What follows belongs to an exercise in optimizing a design on an open flow for small area; a production flow would make more cautious choices.
Where RTL was checked, it was by simulation tests only, not by an equivalence proof against the original.
No activity file was given, so power comes from the tool's default toggle rates.

== run 1 ==
// riscv_multicycle_top
module riscv_multicycle_top
#(
	parameter int              CNT_W    = 32,
	parameter logic [XLEN-1:0] RESET_PC = '0
) (
	input  logic                                clk,
	input  logic                                rst,
	output logic [XLEN-1:0]                     pc,
	output logic                                inst_req_valid,
	input  logic                                inst_req_ready,
	input  logic [XLEN-1:0]                     instruction,
	input  logic                                inst_valid,
	output logic                                inst_ready,
	output logic [XLEN-1:0]                     mem_address,
	output logic                                mem_write,
	output logic [XLEN-1:0]                     write_data,
	output logic                                mem_read,
	input  logic                                mem_req_ready,
	input  logic [XLEN-1:0]                     read_data,
	input  logic                                read_data_valid,
	output logic                                read_data_ready,
	output logic                                retire_valid,
	output logic                                retire_wen,
	output logic [REG_ADDR_W-1:0]               retire_rd,
	output logic [XLEN-1:0]                     retire_data,
	output logic [XLEN-1:0]                     retire_pc,
	output logic [NUM_EVENTS-1:0][CNT_W-1:0]    perf_cnt
);
For scale: ~5600 cells after synthesis, roughly 500 I/O pins.
==> module reg_file, before the edit <==
module reg_file
(
	input  logic                  clk,
	input  logic                  wen,
	input  logic [REG_ADDR_W-1:0] waddr,
	input  logic [REG_ADDR_W-1:0] raddr,
	input  logic [XLEN-1:0]       wdata,
	output logic [XLEN-1:0]       rdata
);
	logic [XLEN-1:0] regs [1:31];
	logic [31:1] rsel;
	logic [3:0] wlo;    
	logic [7:0] whi;    
	for (genvar j = 0; j < 4; j++) begin : g_wlo
		assign wlo[j] = (waddr[1:0] == 2'(j));
	end
	for (genvar j = 0; j < 8; j++) begin : g_whi
		assign whi[j] = wen & (waddr[4:2] == 3'(j));
	end
	for (genvar i = 1; i < 32; i++) begin : g_reg
		logic wsel, keep;
		assign wsel = whi[i / 4] & wlo[i % 4];
		assign keep = ~wen | (waddr != REG_ADDR_W'(i));
		always_ff @(posedge clk)
			regs[i] <= ({XLEN{wsel}} & wdata) | ({XLEN{keep}} & regs[i]);
		assign rsel[i] = (raddr == REG_ADDR_W'(i));
	end
	logic [XLEN-1:0] grp [0:10];
	for (genvar j = 0; j < 11; j++) begin : g_grp
		always_comb begin
			grp[j] = '0;
			for (int k = 3*j; k < 3*j+3; k++)
				if (k >= 1 && k <= 31)
					grp[j] = grp[j] | ({XLEN{rsel[k]}} & regs[k]);
		end
	end
	assign rdata = ((grp[0] | grp[1]) | (grp[2] | grp[3])) | ((grp[4] | grp[5]) | (grp[6] | grp[7]))
		| ((grp[8] | grp[9]) | grp[10]);
endmodule
clock: 15.0 ns
lec_check: 0
abc_area: 1
cap_margin: 5
core_margin: 2
core_utilization: 65
cts_cluster_diameter: 80
cts_cluster_size: 28
slew_margin: 5
standard.sh (not shown) runs the stock make flow with config.mk's settings and CLKGATE_MAP_FILE= SYNTH_SCRIPT=/design/flow/synth_recipe.tcl, a recipe that flattens the netlist after the stock synthesis.
==> flow/flow/run.sh <==
#!/bin/bash
# Own layout flow: the standard layout (standard.sh), with two changes.
#  - Synthesis maps the combinational logic with an area-oriented ABC script
#    (flow/abc.script) instead of ORFS's. Flip-flops are mapped before ABC runs,
#    so they keep the standard synthesis's names and cells.
#  - Port buffers are sky130_fd_sc_hd__buf_1 cells (every port still gets one).
# Tool output: flow.log (make and the tools it runs); ORFS's per-step logs are
# under orfs/logs/.
set -euo pipefail
W=$(pwd)

# ORFS's synth.tcl with the ABC script swapped
sed -e "s#^source \$::env(SCRIPTS_DIR)/synth_preamble.tcl\$#&\nset abc_args [lreplace \$abc_args 1 1 $W/flow/abc.script]#" \
	"$FLOW_HOME/scripts/synth.tcl" > "$W/area_synth.tcl"
grep -q "flow/abc.script" "$W/area_synth.tcl"
# The standard flow's synthesis wrapper and layout command, pointed at it
sed -e "s#\$::env(SCRIPTS_DIR)/synth.tcl#$W/area_synth.tcl#" "$W/synth_recipe.tcl" > "$W/area_synth_recipe.tcl"
grep -q "area_synth.tcl" "$W/area_synth_recipe.tcl"
sed -e "s#SYNTH_SCRIPT=[^ ]*#SYNTH_SCRIPT=$W/area_synth_recipe.tcl#" "$W/standard.sh" > "$W/area_standard.sh"
grep -q "area_synth_recipe.tcl" "$W/area_standard.sh"

export BUFFER_PORTS_ARGS="-buffer_cell sky130_fd_sc_hd__buf_1"
bash "$W/area_standard.sh" finish > "$W/flow.log" 2>&1
==> flow/flow/abc.script <==
&get -n
&st
&dch -f
&nf -R 1000 -p -F 8 -C 32
&put
topo
stime -c
### run 1 -> run 2
diff --git a/flow/design.v b/flow/design.v
--- a/flow/design.v
+++ b/flow/design.v
@@ -210,18 +210,9 @@
 	logic [XLEN-1:0] regs [1:31];
 	logic [31:1] rsel;
-	logic [3:0] wlo;    
-	logic [7:0] whi;    
-	for (genvar j = 0; j < 4; j++) begin : g_wlo
-		assign wlo[j] = (waddr[1:0] == 2'(j));
-	end
-	for (genvar j = 0; j < 8; j++) begin : g_whi
-		assign whi[j] = wen & (waddr[4:2] == 3'(j));
-	end
 	for (genvar i = 1; i < 32; i++) begin : g_reg
-		logic wsel, keep;
-		assign wsel = whi[i / 4] & wlo[i % 4];
-		assign keep = ~wen | (waddr != REG_ADDR_W'(i));
-		always_ff @(posedge clk)
-			regs[i] <= ({XLEN{wsel}} & wdata) | ({XLEN{keep}} & regs[i]);
+		always_ff @(posedge clk) begin
+			if (wen && waddr == REG_ADDR_W'(i))
+				regs[i] <= wdata;
+		end
 		assign rsel[i] = (raddr == REG_ADDR_W'(i));
 	end
[summary]
On run 2: number of instances in the synthesized netlist is 34% lower than what run 1 gave.
Compared with run 1, in run 2 detailed-routed wire length on met2 -5.1%, worst hold slack after final layout climbed 0.025 ns, count of clock-buffer cells in the layout moved up, via count of the first global-routing pass down about 22%, total length of routed wires fell by 16000 um.
In run 2 the share of total power in combinational logic turned out 3.2 points lower than in run 1.
Total die area delta (run 2 − run 1): unfavourable
~same post-synthesis share of cell area spent on xor and xnor gates in run 2 and run 1
Result for run 2 and run 1: all clean
Going from run 1 to run 2, site row count saw an increase; worst-case headroom to the max-slew limit saw a decrease.
Function not checked in run 2: the RTL went through the layout flow alone.

---

riscv_multicycle_top, a different RTL version from the one above (not shown whole).
Size: about 1400 flip-flops, roughly 500 I/O pins, roughly 0.052 mm^2 of cells after synthesis.
clock: 15.0 ns
lec_check: 0
abc_area: 1
cap_margin: 5
core_margin: 2
core_utilization: 65
cts_cluster_diameter: 80
cts_cluster_size: 28
slew_margin: 5
==> flow/flow/run.sh <==
#!/bin/bash
# Own layout flow: the standard layout (standard.sh), with three changes.
#  - Synthesis maps the combinational logic with an area-oriented ABC script
#    (flow/abc.script) instead of ORFS's. Flip-flops are mapped before ABC runs,
#    so they keep the standard synthesis's names and cells.
#  - Port buffers are sky130_fd_sc_hd__buf_1 cells (every port still gets one).
#  - Clock tree synthesis inserts no dummy loads.
# Tool output: flow.log (make and the tools it runs); ORFS's per-step logs are
# under orfs/logs/.
set -euo pipefail
W=$(pwd)

# ORFS's synth.tcl with the ABC script swapped
sed -e "s#^source \$::env(SCRIPTS_DIR)/synth_preamble.tcl\$#&\nset abc_args [lreplace \$abc_args 1 1 $W/flow/abc.script]#" \
	"$FLOW_HOME/scripts/synth.tcl" > "$W/area_synth.tcl"
grep -q "flow/abc.script" "$W/area_synth.tcl"
# The standard flow's synthesis wrapper and layout command, pointed at it
sed -e "s#\$::env(SCRIPTS_DIR)/synth.tcl#$W/area_synth.tcl#" "$W/synth_recipe.tcl" > "$W/area_synth_recipe.tcl"
grep -q "area_synth.tcl" "$W/area_synth_recipe.tcl"
sed -e "s#SYNTH_SCRIPT=[^ ]*#SYNTH_SCRIPT=$W/area_synth_recipe.tcl#" "$W/standard.sh" > "$W/area_standard.sh"
grep -q "area_synth_recipe.tcl" "$W/area_standard.sh"

export BUFFER_PORTS_ARGS="-buffer_cell sky130_fd_sc_hd__buf_1"
# ORFS's clock tree options with config.mk's clustering (28 sinks, 80 um), no dummy loads
export CTS_ARGS="-sink_clustering_enable -repair_clock_nets -sink_clustering_size 28 -sink_clustering_max_diameter 80 -dont_use_dummy_load"
bash "$W/area_standard.sh" finish > "$W/flow.log" 2>&1
==> flow/flow/abc.script <==
&get -n
&st
&dch
&nf -R 1000 -p -F 8 -C 32
&put
topo
stime -c
Change:
--- a/flow/design.v
+++ b/flow/design.v
@@ -117,40 +117,36 @@
 	input  logic [2:0]      f3,
 	input  logic            arith,    
 	output logic [XLEN-1:0] result,
 	output logic [XLEN-1:0] sum,
 	output logic            eq,       
 	output logic            lt,
 	output logic            ltu
 );
 	logic [XLEN:0]   sum_c;
 	logic [XLEN-1:0] p, g;
-	logic [XLEN-1:0] a_rev, sh_in, sh_r, sh_out;
+	logic [XLEN-1:0] sh_r, sh_out;
 	logic [4:0]      shamt;
 	adder adder_inst (
 		.a   (a),
 		.b   (b ^ {XLEN{sub}}),
 		.cin (sub),
 		.s   (sum_c),
 		.p   (p),
 		.g   (g)
 	);
 	assign sum = sum_c[XLEN-1:0];
 	assign ltu = ~sum_c[XLEN];
 	assign lt  = (a[XLEN-1] ^ b[XLEN-1]) ? a[XLEN-1] : sum[XLEN-1];
 	assign eq  = &p;                 
 	assign shamt = b[4:0];
-	always_comb
-		for (int i = 0; i < XLEN; i++)
-			a_rev[i] = a[XLEN-1-i];
-	assign sh_in = f3[2] ? a : a_rev;
-	assign sh_r  = XLEN'($signed({arith & f3[2] & a[XLEN-1], sh_in}) >>> shamt);
+	assign sh_r  = XLEN'($signed({arith & f3[2] & a[XLEN-1], a}) >>> shamt);
 	always_comb
 		for (int i = 0; i < XLEN; i++)
 			sh_out[i] = sh_r[XLEN-1-i];     
 	always_comb begin
 		if (!use_f3)
 			result = sum;
 		else begin
 			unique case (f3)
 				3'b000:  result = sum;
 				3'b001:  result = sh_out;
@@ -341,60 +337,67 @@
 		.clk   (clk),
 		.wen   (wen),
 		.waddr (rd),
 		.raddr (raddr),
 		.wdata (wdata),
 		.rdata (rdata)
 	);
 	logic [XLEN-1:0] alu_a, alu_b, alu_result, alu_sum;
 	logic            a_pc, a_op, b_reg, b_4, b_imm, alu_sub, eq, lt, ltu;
 	assign a_pc  = (s_if & ~first & ~is_jalr) | (s_ex & (is_auipc | is_jump));
-	assign a_op  = ~a_pc & ~(s_if & first);
+	assign a_op  = ~a_pc & ~(s_if & first) & ~s_rdw;
 	assign b_reg = s_ex & (is_op | is_branch);
 	assign b_4   = (s_if & ~first & ~is_jump & ~(is_branch & taken_q)) | (s_ex & is_jump);
-	assign b_imm = ~b_reg & ~b_4 & ~(s_if & first);
+	assign b_imm = ~b_reg & ~b_4 & ~(s_if & first) & ~s_rdw;
 	assign alu_a = ({XLEN{a_pc}} & {pc_q, 2'b00}) | ({XLEN{a_op}} & op_a);
 	assign alu_b = ({XLEN{b_reg}} & rdata) | ({XLEN{b_4}} & 32'd4) | ({XLEN{b_imm}} & imm)
-		| ({XLEN{s_if & first}} & RESET_PC);
+		| ({XLEN{s_if & first}} & RESET_PC) | ({XLEN{s_rdw}} & read_data);
 	assign alu_sub = s_ex & (is_branch
 		| (is_alu & ((f3[2:1] == 2'b01) | ((f3 == 3'b000) & b5 & ir[30]))));
 	alu alu_inst (
 		.a      (alu_a),
 		.b      (alu_b),
 		.sub    (alu_sub),
 		.use_f3 (is_alu),
 		.f3     (f3),
 		.arith  (ir[30]),
 		.result (alu_result),
 		.sum    (alu_sum),
 		.eq     (eq),
 		.lt     (lt),
 		.ltu    (ltu)
 	);
 	logic br_cond, taken;
 	assign br_cond = (f3[2] ? (f3[1] ? ltu : lt) : eq) ^ f3[0];
 	assign taken   = is_jump | (is_branch & br_cond);
-	assign wdata = s_rdw ? read_data : alu_result;
+	assign wdata = alu_result;   
 	assign wen = ~rst & ((s_ex & (is_jump | (~b6 & b4))) | (s_rdw & read_data_valid));
+	logic            is_sll;
+	logic [XLEN-1:0] rdata_rev;
+	assign is_sll = is_alu & (f3 == 3'b001);
+	always_comb
+		for (int i = 0; i < XLEN; i++)
+			rdata_rev[i] = rdata[XLEN-1-i];
 	logic ld_ir, ld_a, ld_t, ld_pc;
 	logic kp_ir, kp_a, kp_t, kp_pc;
 	assign ld_ir = s_iw & inst_valid;
 	assign ld_a  = s_id;
 	assign ld_t  = s_ex;
 	assign ld_pc = s_if & inst_req_ready;
 	assign kp_ir = s_init | s_if | s_id | s_ex | s_ld | s_st | s_rdw | s_wb | ~inst_valid;
 	assign kp_a  = s_init | s_if | s_iw | s_ex | s_ld | s_st | s_rdw | s_wb;
 	assign kp_t  = s_init | s_if | s_iw | s_id | s_ld | s_st | s_rdw | s_wb;
 	assign kp_pc = s_init | s_iw | s_id | s_ex | s_ld | s_st | s_rdw | s_wb | ~inst_req_ready;
 	always_ff @(posedge clk) begin
 		ir      <= ({30{ld_ir}} & instruction[31:2]) | ({30{kp_ir}} & ir);
-		op_a    <= ({XLEN{ld_a}} & rdata) | ({XLEN{kp_a}} & op_a);
+		op_a    <= ({XLEN{ld_a & ~is_sll}} & rdata) | ({XLEN{ld_a & is_sll}} & rdata_rev)
+			| ({XLEN{kp_a}} & op_a);
 		taken_q <= (ld_t & br_cond) | (kp_t & taken_q);
 		pc_q    <= ({30{ld_pc}} & alu_sum[31:2]) | ({30{kp_pc}} & pc_q);
 	end
 	always_ff @(posedge clk)
 		first <= rst | (first & ~(s_if & inst_req_ready));
 	assign s_init = first & ~s_if;
 	always_ff @(posedge clk) begin
 		if (rst) begin
 			{s_if, s_iw, s_id, s_ex, s_ld, s_st, s_rdw, s_wb} <= '0;
 		end else begin
Register-to-register slack got worse by 310 ps.
Cell count came out lower by 0.34%.
Worst hold slack got worse by 7.1 ps.
Via count stays flat.
Flip-flop and latch count does not change.

-- re-timing with driven ports --
No port has a modelled driver above. Below, the same layouts with a new extraction and two added sets of constraints.
Step 1: set_driving_cell puts a clkbuf_16 on clk and a buf_2 on each other input, an assumption about the parent block.
Step 2 adds t to the input delays and takes it off the output delays; t is the mean of the earliest and latest rising clock arrival at the registers after step 1. Input paths then give back, and output paths get back, about the clock's delay inside the block.
a / b / c = ideal ports / drivers / drivers and shift; a / b = the first two.
run	shift t [ns]	slack for setup (ns)	worst hold slack (ns)	worst setup path at the end	worst data-port slew with drivers (ns)
run 1	0.760	1.210 / 1.136 / 1.546	0.463 / 0.463 / 0.463	register to register	0.14
run 2	0.758	1.704 / 1.629 / 1.766	0.488 / 0.488 / 0.488	register to register	0.12
the first run of note 2	0.697	0.978 / 0.903 / 1.600	0.464 / 0.464 / 0.464	register to output	0.15
the second run of note 2	0.683	0.890 / 0.839 / 1.503	0.457 / 0.457 / 0.457	register to register	0.12
After both steps setup and hold are still met in every run listed.
